This design comes from an exercise in tuning for small area and a short achievable clock period on the open sky130 flow, not from production work. In this exercise RTL edits were held to simulation tests only and were not proved equivalent to the original. Power and IR drop assume default switching activity.

== try-raven ==
==> flow/design.v (excerpt) <==
module xike_top (
  input  wire logic                        bus_clk,
  input  wire logic                        reset,
  input  wire logic                        sample_valid,
  input  wire logic [30:0]                 sample,
  input  wire logic                        reg_wren,
  input  wire logic                        reg_rden,
  input  wire logic [5-1:0] reg_addr,
  input  wire logic [15:0]                 reg_wdata,
  input  wire logic                        host_rden,
  output logic      [15:0]                 reg_rdata,
  output logic      [31:0]                 host_data,
  output logic                             host_empty
);
For scale: roughly 11000 cells after synthesis, about 5900 flip-flops, about 110 I/O pins, roughly 230000 sq um of cells after synthesis.
export LEC_CHECK = 0
export CAP_MARGIN = 10
export CORE_MARGIN = 2
export CORE_UTILIZATION = 68
export PLACE_DENSITY = 0.76
export SLEW_MARGIN = 10
create_clock -name core_clock -period 10.0 [get_ports {bus_clk}]
standard.sh (not shown) runs the stock make flow with config.mk's settings and CLKGATE_MAP_FILE= SYNTH_SCRIPT=/design/flow/synth_recipe.tcl, a recipe that flattens the netlist after the stock synthesis.
==> flow/flow/run.sh <==
#!/bin/bash
set -euo pipefail
here=$(pwd)
bash standard.sh \
  SETUP_SLACK_MARGIN=6.6 \
  IO_CONSTRAINTS="$here/flow/io.tcl" \
  CTS_ARGS="-sink_clustering_enable -repair_clock_nets -sink_clustering_size 25 -sink_clustering_max_diameter 100 -distance_between_buffers 400 -dont_use_dummy_load" \
  finish > standard_flow.log 2>&1
==> flow/flow/io.tcl <==
set_io_pin_constraint -pin_names {reg_rdata[*] reg_rden reg_wren reg_addr[*] reg_wdata[*] reset} -region top:*
set_io_pin_constraint -pin_names {host_data[*] host_empty host_rden} -region right:*
set_io_pin_constraint -pin_names {sample[*] sample_valid bus_clk} -region left:*
try-raven went all the way through synthesis, placement and routing and the layout is clean on timing, DRC and antenna.
Setup changes, try-raven to try-harbor
# try-raven
export LEC_CHECK = 0
export CAP_MARGIN = 10
export CORE_MARGIN = 2
export CORE_UTILIZATION = 68
export PLACE_DENSITY = 0.76
export SLEW_MARGIN = 10
create_clock -name core_clock -period 10.0 [get_ports {bus_clk}]
# try-harbor
export LEC_CHECK = 0
export CAP_MARGIN = 20
export CORE_MARGIN = 2
export CORE_UTILIZATION = 60
export CTS_CLUSTER_DIAMETER = 120
export CTS_CLUSTER_SIZE = 20
export PLACE_DENSITY = 0.7
export SLEW_MARGIN = 20
create_clock -name core_clock -period 10.0 [get_ports {bus_clk}]
==> run summary <==
- try-harbor ended with less met1 demand-to-capacity share in global routing than try-raven.
- Any difference in total wire length after detailed routing between try-raven and try-harbor is small enough to ignore.
- Relative to try-raven, sequential share of layout area has decreased by 0.49 points in try-harbor.
- Diff try-raven -> try-harbor: pin count of the biggest net entering global routing went down by about 4.6%; number of instances in the placed design went up.
diff inputs: try-harbor => try-sierra
==> flow/flow/run.sh <==
#!/bin/bash
set -euo pipefail
bash standard.sh SETUP_SLACK_MARGIN=6.6 finish > standard_flow.log 2>&1
removed: flow/flow/io.tcl
Notes after the runs:
Changes observed in try-sierra relative to try-harbor: total placed cells including tap cells ~0 delta; design area picked up an extra 1800 sq um; die area was more or less identical; setup slack now smaller; clock-cell share of area went up by 0.75 points. Comparing try-harbor and try-sierra, the higher cell count is on try-sierra.
Modified inputs, try-juniper compared to try-sierra
# try-sierra
export LEC_CHECK = 0
export CAP_MARGIN = 20
export CORE_MARGIN = 2
export CORE_UTILIZATION = 60
export CTS_CLUSTER_DIAMETER = 120
export CTS_CLUSTER_SIZE = 20
export PLACE_DENSITY = 0.7
export SLEW_MARGIN = 20
create_clock -name core_clock -period 10.0 [get_ports {bus_clk}]
# try-juniper
export LEC_CHECK = 0
export CAP_MARGIN = 20
export CORE_MARGIN = 2
export CORE_UTILIZATION = 68
export PLACE_DENSITY = 0.76
export SLEW_MARGIN = 20
create_clock -name core_clock -period 10.0 [get_ports {bus_clk}]
==> flow/flow/run.sh <==
#!/bin/bash
set -euo pipefail
here=$(pwd)
bash standard.sh \
  SETUP_SLACK_MARGIN=6.6 \
  IO_CONSTRAINTS="$here/flow/io.tcl" \
  CTS_ARGS="-sink_clustering_enable -repair_clock_nets -sink_clustering_size 25 -sink_clustering_max_diameter 100 -distance_between_buffers 400 -dont_use_dummy_load" \
  finish > standard_flow.log 2>&1
==> flow/flow/io.tcl (new file) <==
set_io_pin_constraint -pin_names {reg_rdata[*] reg_rden reg_wren reg_addr[*] reg_wdata[*] reset} -region top:*
set_io_pin_constraint -pin_names {host_data[*] host_empty host_rden} -region right:*
set_io_pin_constraint -pin_names {sample[*] sample_valid bus_clk} -region left:*
--- outcome ---
[compare] base=try-sierra new=try-juniper: clock-pin slew reported for the worst setup and hold paths after clock tree synthesis went up by 0.02 ns; overall power after layout went down by 3.2%; overall via count from detail_route went down by 0.78%; sequential share of cell area went up by 0.79 points.
The headroom to the max-slew limit of try-juniper is lower than that of try-sierra.
Relative to try-sierra, try-juniper improves routed wire length.
On worst vdd rail ir drop: try-juniper sits above try-sierra.
| die footprint | try-juniper vs try-sierra | better |
For the clock power, try-juniper came in about 10% lower than try-sierra did.
Fmax | try-juniper vs try-sierra | try-juniper faster
The inputs of try-lagoon differ from those of try-juniper as listed below.
diff --git a/flow/flow/run.sh b/flow/flow/run.sh
--- a/flow/flow/run.sh
+++ b/flow/flow/run.sh
@@ -5 +5 @@
-  SETUP_SLACK_MARGIN=6.6 \
+  SETUP_SLACK_MARGIN=6.45 \
## What came out
Between try-lagoon and try-juniper, the cell-internal power does not differ in any meaningful way. In terms of synthesized cell count, try-juniper and try-lagoon differ only marginally. Run comparison: try-juniper endpoint of the most critical setup path i_mua_filter.hist[58][0]; try-lagoon endpoint of the most critical setup path i_mua_filter.s1_prev[58]. Re placer congestion estimate: try-lagoon is about 2.8% down on try-juniper. Compared try-lagoon against try-juniper; power within noise. On hold slack, try-juniper and try-lagoon are neck and neck. The shortest clock period the worst path allows after layout of try-lagoon was superior to that of try-juniper. Delta (try-lagoon minus try-juniper): worst-case reg-to-reg path depth down 1; power share of the clock group now sits at about the same level; wire length on met3 now larger; met1 usage in global routing moved up. Run comparison: try-lagoon beginning of the critical path i_raw_comb.comb_frame[101]; try-juniper beginning of the critical path i_mua_serializer.busy.

[port drivers added, routing unchanged]
No port has a modelled driver above. Below, the same layouts with a new extraction and two added sets of constraints.
Step 1 assumes that a clkbuf_16 drives the clock port and a buf_2 every other input.
Step 2 adds t to the input delays and takes it off the output delays; t is the mean of the earliest and latest rising clock arrival at the registers after step 1. Input paths then give back, and output paths get back, about the clock's delay inside the block.
Slacks: ideal ports / drivers / drivers and shift; pairs: ideal ports / drivers.
run | shift t [ns] | setup slack, ns | hold WS [ns] | latest minus earliest clock arrival (ns)
try-raven | 1.126 | 6.495 / 6.373 / 5.651 | 0.390 / 0.390 / 0.390 | 0.075 / 0.074
try-harbor | 1.103 | 6.450 / 6.342 / 5.622 | 0.401 / 0.401 / 0.401 | 0.083 / 0.083
try-sierra | 1.062 | 6.349 / 6.235 / 5.630 | 0.417 / 0.417 / 0.417 | 0.059 / 0.059
try-juniper | 1.107 | 6.450 / 6.374 / 5.587 | 0.395 / 0.395 / 0.395 | 0.086 / 0.086
try-lagoon | 1.097 | 6.464 / 6.381 / 5.546 | 0.397 / 0.397 / 0.397 | 0.083 / 0.084
After both steps every run listed still meets setup and hold. For try-lagoon, which loses most, drivers alone change the setup slack by -0.083 ns; drivers and shift together by -0.918 ns.
